Source: an optimization exercise on an open RTL-to-GDS flow (aim: small area, a short achievable clock period and few clock cycles per item). Production flows keep margins and buffers that such runs may drop.
Where RTL was checked, it was by simulation tests only, not by an equivalence proof against the original.

==> inputs of job 8525 <==
==> flow/design.v (excerpt) <==
module hsl_to_rgb_converter (
	input  logic clk,
	input  logic arst_n,
	input  logic hsl_valid,
	output logic hsl_stall,
	input  hsl_pkg::hsl_t hsl,
	output logic rgb_valid,
	input  logic rgb_stall,
	output hsl_pkg::rgb_t rgb
);
clock: 7.0 ns
lec_check: 0
cap_margin: 20
core_margin: 2
core_utilization: 40
setup_slack_margin: 3.4
slew_margin: 20
synth_hierarchical: 1
synth_minimum_keep_size: 0
run.sh (not shown) runs the stock make flow with config.mk's settings and CLKGATE_MAP_FILE= SYNTH_SCRIPT=/design/flow/synth_recipe.tcl, a recipe that flattens the netlist after the stock synthesis.
==> job 9134: changes against job 8525 <==
- SETUP_SLACK_MARGIN: 3.4 -> 3.0
==> notes.md <==
	job 9134	job 8525
Status	no timing/DRC/antenna violations	no timing/DRC/antenna violations
Slowest cell on crit path	clkdlybuf4s50_1	fa_1
Launching instance or port of the critical path	rgb_stall	r3[19]$_DFFE_PN_
Relative area of non-clock buffer cells in the final design	5.29%	7.72%
Data required time of the critical path	5600 ps	7230 ps
Cell area after placement	18200 µm²	18300 µm²
Endpoint kind of the worst setup timing path	output pin	flop
Drt first pass iters	6	5
Peak clock frequency supported by timing	0.258 GHz	0.272 GHz
Final cycle utilization of the critical path	55.5%	52.5%
Met2 global-route usage	30.5%	31.8%
NumNets Final	1932	1996
Testbench counts of job 8525, summed over its fixed seeds: cycles 16,032, items 16,000.
Testbench counts of job 9134, summed over its fixed seeds: cycles 16,032, items 16,000.

* * *

==> v25 <==
hsl_to_rgb_converter, a different RTL version from the one above (not shown whole).
Design hsl_to_rgb_converter, start of the top module:
module hsl_to_rgb_converter (
	input  logic clk,
	input  logic arst_n,
	input  logic hsl_valid,
	output logic hsl_stall,
	input  hsl_pkg::hsl_t hsl,
	output logic rgb_valid,
	input  logic rgb_stall,
	output hsl_pkg::rgb_t rgb
);
	logic v1, v2, v3, vo;
	logic adv;
	assign adv = !(vo && rgb_stall);
	always_ff @(posedge clk or negedge arst_n) begin
		if (!arst_n) begin
			v1 <= 1'b0;
			v2 <= 1'b0;
			v3 <= 1'b0;
			vo <= 1'b0;
		end else if (adv) begin
			v1 <= hsl_valid;
			v2 <= v1;
			v3 <= v2;
			vo <= v3;
		end
	end
	assign hsl_stall = !adv;
	assign rgb_valid = vo;
	logic [8:0] s1, l1;
	logic [7:0] L1;
	logic [3:0] hb1;
	logic [7:0] hl1;
	logic [2:0] sec1;
	logic [15:0] P1, F1;
	logic [15:0] P2, F2;
	logic [8:0] l2;
	logic [2:0] sec2;
	logic [76:0] r3;
	logic [2:0] sec3;
	logic [7:0] md, mx, mn;
	logic w0;
	logic w1;
	logic w2;
	logic w3;
	logic w4;
	logic w5;
	logic w6;
	logic w7;
	logic w8;
	logic w9;
	logic w10;
	logic w11;
	logic w12;
	logic w13;
	logic w14;
	logic w15;
	logic w16;
	logic w17;
	logic w18;
	logic w19;
	logic w20;
	logic w21;
	logic w22;
	logic w23;
	logic w24;
	logic w25;
	logic w26;
	logic w27;
	logic w28;
	logic w29;
	logic w30;
	logic w31;
	logic w32;
	logic w33;
	logic w34;
	logic w35;
	logic w36;
	logic w37;
	logic w38;
	logic w39;
	logic w40;
	logic w41;
	logic w42;
	logic w43;
	logic w44;
	logic w45;
	logic w46;
	logic w47;
	logic w48;
	logic w49;
	logic w50;
	logic w51;
	logic w52;
	logic w53;
	logic w54;
	logic w55;
	logic w56;
	logic w57;
	logic w58;
	logic w59;
	logic w60;
	logic w61;
	logic w62;
	logic w63;
	logic w64;
	logic w65;
	logic w66;
	logic w67;
	logic w68;
	logic w69;
	logic w70;
	logic w71;
	logic w72;
	logic w73;
	logic w74;
	logic w75;
	logic w76;
	logic w77;
	logic w78;
	logic w79;
	logic w80;
	logic w81;
	logic w82;
	logic w83;
	logic w84;
	logic w85;
	logic w86;
	logic w87;
	logic w88;
	logic w89;
	logic w90;
	logic w91;
	logic w92;
	logic w93;
	logic w94;
	logic w95;
	logic w96;
	logic w97;
	logic w98;
	logic w99;
	logic w100;
	logic w101;
	logic w102;
	logic w103;
	logic w104;
	logic w105;
	logic w106;
	logic w107;
	logic w108;
	logic w109;
	logic w110;
	logic w111;
	logic w112;
  ...
Settings: LEC_CHECK=0, CAP_MARGIN=20, CORE_MARGIN=2, CORE_UTILIZATION=40, SETUP_SLACK_MARGIN=3.0, SLEW_MARGIN=20, SYNTH_HIERARCHICAL=1, SYNTH_MINIMUM_KEEP_SIZE=0; clock period 7.0 ns.
==> v9 (differences from v25) <==
Settings changed: SETUP_SLACK_MARGIN 3.0 to unset.
==> comparison table <==
| metric | v25 | v9 |
|---|---|---|
| Final weighted congestion in routability-driven placement | 0.866 | 0.838 |
| Multi-Input Combinational | 1227 | 1226 |
| Setup repair after global routing missed its margin | true | false |
| CP Data Arrival Time | 4.19 ns | 4.61 ns |
| Vias per cell | 5.24 | 5.31 |
| Fraction of layout instances using a drive strength above 1 | 0.0970 | 0.0374 |
| Worst setup path end | P2[12] | r3[40] |
| Worst Path Buf+Inv | 0 | 1 |
| Worst r2r dst | P2[12] | r3[40] |
| Beginning of the worst hold path | l1[6] | l1[2] |
| Data required time of the worst path | 7.21 ns | 7.22 ns |
| Global routing usage on met2 | 0.314 | 0.295 |
| Transition time at the pin with the least slew margin | 1.07 ns | 0.987 ns |
| Met2 routed WL | 21600 um | 20600 um |
| Largest incremental delay on the critical path | 0.52 ns | 0.95 ns |
| Fraction of area in multi-input gates | 0.595 | 0.611 |
| Logic depth of the worst path, buffers included | 12 | 7 |
| Routed length per instance | 19.3 um | 19.2 um |
| Portion of the clock cycle consumed by the worst path in the final layout | 0.568 | 0.627 |
| Fin worst setup slack | 3.02 ns | 2.61 ns |
| Result of the run | no timing/DRC/antenna violations | no timing/DRC/antenna violations |
No run of this note included a check of the RTL's function; only the layout flow was run.

* * *

==> inputs of run a <==
hsl_to_rgb_converter, a different RTL version from the one above (not shown whole).
export LEC_CHECK = 0
export ABC_AREA = 1
export CAP_MARGIN = 20
export CORE_MARGIN = 2
export CORE_UTILIZATION = 40
export SETUP_SLACK_MARGIN = 3.8
export SLEW_MARGIN = 20
export SYNTH_HIERARCHICAL = 1
export SYNTH_MINIMUM_KEEP_SIZE = 0
create_clock -name core_clock -period 7.0 [get_ports {clk}]
standard.sh (not shown) runs the stock make flow with config.mk's settings and CLKGATE_MAP_FILE= SYNTH_SCRIPT=/design/flow/synth_recipe.tcl, a recipe that flattens the netlist after the stock synthesis.
==> flow/flow/run.sh <==
#!/bin/bash
# Layout flow: the standard flow (standard.sh) unchanged, except that the
# port buffers that global placement inserts are buf_2 cells rather than the
# default choice. Its full output goes to standard.log in this folder.
cp standard.sh standard_sh.txt.log
export BUFFER_PORTS_ARGS="-buffer_cell sky130_fd_sc_hd__buf_2"
bash standard.sh > standard.log 2>&1
==> run b (differences from run a) <==
SETUP_SLACK_MARGIN = 3.5   (was 3.8)
==> run c (differences from run a) <==
SETUP_SLACK_MARGIN = 3.0   (was 3.8)
==> flow_summary.ini <==
[outcome]
status = complete, no violations

[global_route]
use_met1 = 0.253
grt_pass1_vias = 12800

[setup_path]
rr_endpoint = P2[14]$_DFFE_PN_
critical_path.most_common_cell = fa_1
reg2regPathDepth = 14

[clock_tree]
cts_setup_buffers = 92
clk_pin_slew_ns = 0.07

[routing]
met1_length_um = 18300
drtIter0Drc = 781

[layout]
n_all_buffers = 213

[timing]
fin_crit_sh = 0.486

[placement]
place_ws_ns = 3.26
place_area_um2 = 17300
(the above is from run a)
==> flow_summary.ini <==
[global_route]
use_met1 = 0.252
grt_pass1_vias = 12300

[logic_synthesis]
synthAdderAreaFrac = 0.277

[layout]
n_all_buffers = 125
clk_share = 0.0321

[clock_tree]
cts_setup_buffers = 17
clk_pin_slew_ns = 0.06

[timing]
period_needed_ns = 3.44
fin_crit_sh = 0.491

[setup_path]
critPathMaxFanout = 5
reg2regPathDepth = 12
critical_path.most_common_cell = inv_1
rr_endpoint = P2[8]$_DFFE_PN_

[routing]
met1_length_um = 17900
drtIter0Drc = 904

[placement]
place_area_um2 = 17300
place_ws_ns = 3.21

[outcome]
status = complete, no violations
(the above is from run b)
==> flow_summary.ini <==
[setup_path]
reg2regPathDepth = 18
critical_path.most_common_cell = nand2_1
rr_endpoint = P2[11]$_DFFE_PN_

[global_route]
use_met1 = 0.245
grt_pass1_vias = 12000

[routing]
met1_length_um = 17600

[placement]
place_ws_ns = 3.02

[outcome]
status = complete, no violations

[timing]
fin_crit_sh = 0.530

[clock_tree]
clk_pin_slew_ns = 0.08
(the above is from run c)
Testbench counts of run a, summed over its fixed seeds: cycles 16,032, items 16,000.
Testbench counts of run b, summed over its fixed seeds: cycles 16,032, items 16,000.
Testbench counts of run c, summed over its fixed seeds: cycles 16,032, items 16,000.

* * *

==> inputs of v24 <==
Another version of the RTL of hsl_to_rgb_converter (not shown whole).
// hsl_to_rgb_converter
module hsl_to_rgb_converter (
	input  logic clk,
	input  logic arst_n,
	input  logic hsl_valid,
	output logic hsl_stall,
	input  hsl_pkg::hsl_t hsl,
	output logic rgb_valid,
	input  logic rgb_stall,
	output hsl_pkg::rgb_t rgb
);
Settings: LEC_CHECK=0, ABC_CLOCK_PERIOD_IN_PS=2500, CAP_MARGIN=20, CORE_MARGIN=2, CORE_UTILIZATION=40, SETUP_SLACK_MARGIN=3.0, SLEW_MARGIN=20, SYNTH_HIERARCHICAL=1, SYNTH_MINIMUM_KEEP_SIZE=0; clock period 7.0 ns.
run.sh (not shown) runs the stock make flow with config.mk's settings and CLKGATE_MAP_FILE= SYNTH_SCRIPT=/design/flow/synth_recipe.tcl, a recipe that flattens the netlist after the stock synthesis.
Stock flow here: none of the scripts above is used.
==> v10: changes against v24 <==
--- a/flow/design.v
+++ b/flow/design.v
@@ -92,10 +92,11 @@
 		end
 	end
 	assign hsl_stall = !adv;
 	assign rgb_valid = vo;
 	logic [8:0] s1, l1;
+	logic gt1;
 	logic [7:0] L1;
 	logic [3:0] hb1;
 	logic [7:0] hl1;
 	logic [2:0] sec1;
 	logic [15:0] P1;
@@ -1712,11 +1713,11 @@
 	logic [7:0] L0;
 	logic [6:0] hr0;
 	always_comb begin
 		s0  = {hsl.saturation[8], hsl.saturation[7:0] & {8{!hsl.saturation[8]}}};
 		l0  = {hsl.lightness[8],  hsl.lightness[7:0]  & {8{!hsl.lightness[8]}}};
-		gt0 = !l0[8] && l0[7] && (|l0[6:0]);
+		gt0 = l0[8] || (l0[7] && (|l0[6:0]));
 		L0  = gt0 ? 8'(9'd256 - l0) : l0[7:0];
 		case (hsl.hue[14:8])
 			7'd0: hr0 = 7'h00;
 			7'd1: hr0 = 7'h01;
 			7'd2: hr0 = 7'h02;
@@ -1848,10 +1849,11 @@
 			default: hr0 = 7'h00;
 		endcase
 	end
 	logic [11:0] f1;
 	logic        hz1;
+	assign l1 = gt1 ? 9'(9'd256 - {1'b0, L1}) : {1'b0, L1};
 	assign hz1 = (hl1 == 8'd0);
 	assign f1[7:0]  = sec1[0] ? 8'(9'd256 - {1'b0, hl1}) : hl1;
 	assign f1[11:8] = hb1 + {3'd0, sec1[0] & hz1};
 	assign P1[0] = w0;
 	assign P1[1] = w161;
@@ -3207,11 +3209,11 @@
 	assign w1598 = w1440 ^ w1586;
 	assign w1599 = w1442 ^ w1588;
 	always_ff @(posedge clk) begin
 		if (adv) begin
 			s1   <= s0;
-			l1   <= l0;
+			gt1  <= gt0;
 			L1   <= L0;
 			hb1  <= hr0[3:0];
 			sec1 <= hr0[6:4];
 			hl1  <= hsl.hue[7:0];
 			P2   <= P1;
==> notes.md <==
quantity	v10	v24
Outcome	finished clean	finished clean
Signal inverters	83	87
Global-route met1 utilization	24.6%	25.2%
Area occupied by multi-input gates	11700 um^2	11700 um^2
Xor/xnor cell area share of the yosys netlist	2.89%	2.47%
Met2 Track Usage GR	30.3%	29.6%
Gate count after technology mapping	1435	1437
Area post-placement	18400 um^2	18600 um^2
Fraction of registers with async set or reset after synthesis	2.27%	2.19%
Tightest Pin Transition	0.944 ns	1.12 ns
Die H	212 um	213 um
Endpoint with the worst hold slack	sec2[1]	sec3[0]
Final wirelength	38.9 mm	39.1 mm
Fraction of standard cell area in multi-input logic	59.8%	59.2%
Met3 GRT Util	2.46%	2.72%
Fraction of layout instances using a drive strength above 1	8.19%	7.49%
Tightest slew margin relative to the limit	37.1%	25.1%
Slack of the critical path	2.96 ns	2.88 ns
Share of cell area taken by muxes after synthesis	1.11%	0.863%
Period utilization	57.7%	58.9%
Testbench counts of v10, summed over its fixed seeds: cycles 16,032, items 16,000.
Only the layout flow was run in v24; the RTL was not checked for function there.

## afterwards: timing with drivers on the ports
No port has a modelled driver above. Below, the same layouts with a new extraction and two added sets of constraints. Step 1 assumes that a clkbuf_16 drives the clock port and a buf_2 every other input. Step 2 times the ports against the registers' clock, not the clock port: input delays grow and output delays shrink by t, the midpoint of the rising clock arrivals with the driver on. Slacks: no drivers / after step 1 / after step 2; pairs: no drivers / after step 1.
run | shift t [ns] | setup WS [ns] | worst data-port slew with drivers (ns)
job 8525 | 0.508 | 3.324 / 3.324 / 3.064 | 0.04
job 9134 | 0.512 | 3.118 / 3.092 / 2.925 | 0.04
v25 | 0.517 | 3.024 / 3.024 / 3.017 | 0.04
v9 | 0.525 | 2.610 / 2.610 / 2.610 | 0.05
run a | 0.493 | 3.595 / 3.595 / 3.595 | 0.07
run b | 0.493 | 3.563 / 3.563 / 3.563 | 0.04
run c | 0.498 | 3.291 / 3.291 / 3.291 | 0.04
v24 | 0.513 | 2.880 / 2.880 / 2.880 | 0.04
v10 | 0.508 | 2.958 / 2.958 / 2.958 | 0.05
After both steps setup and hold are still met in every run listed. For job 8525, which loses most, drivers alone change the setup slack by 0.000 ns; drivers and shift together by -0.260 ns.
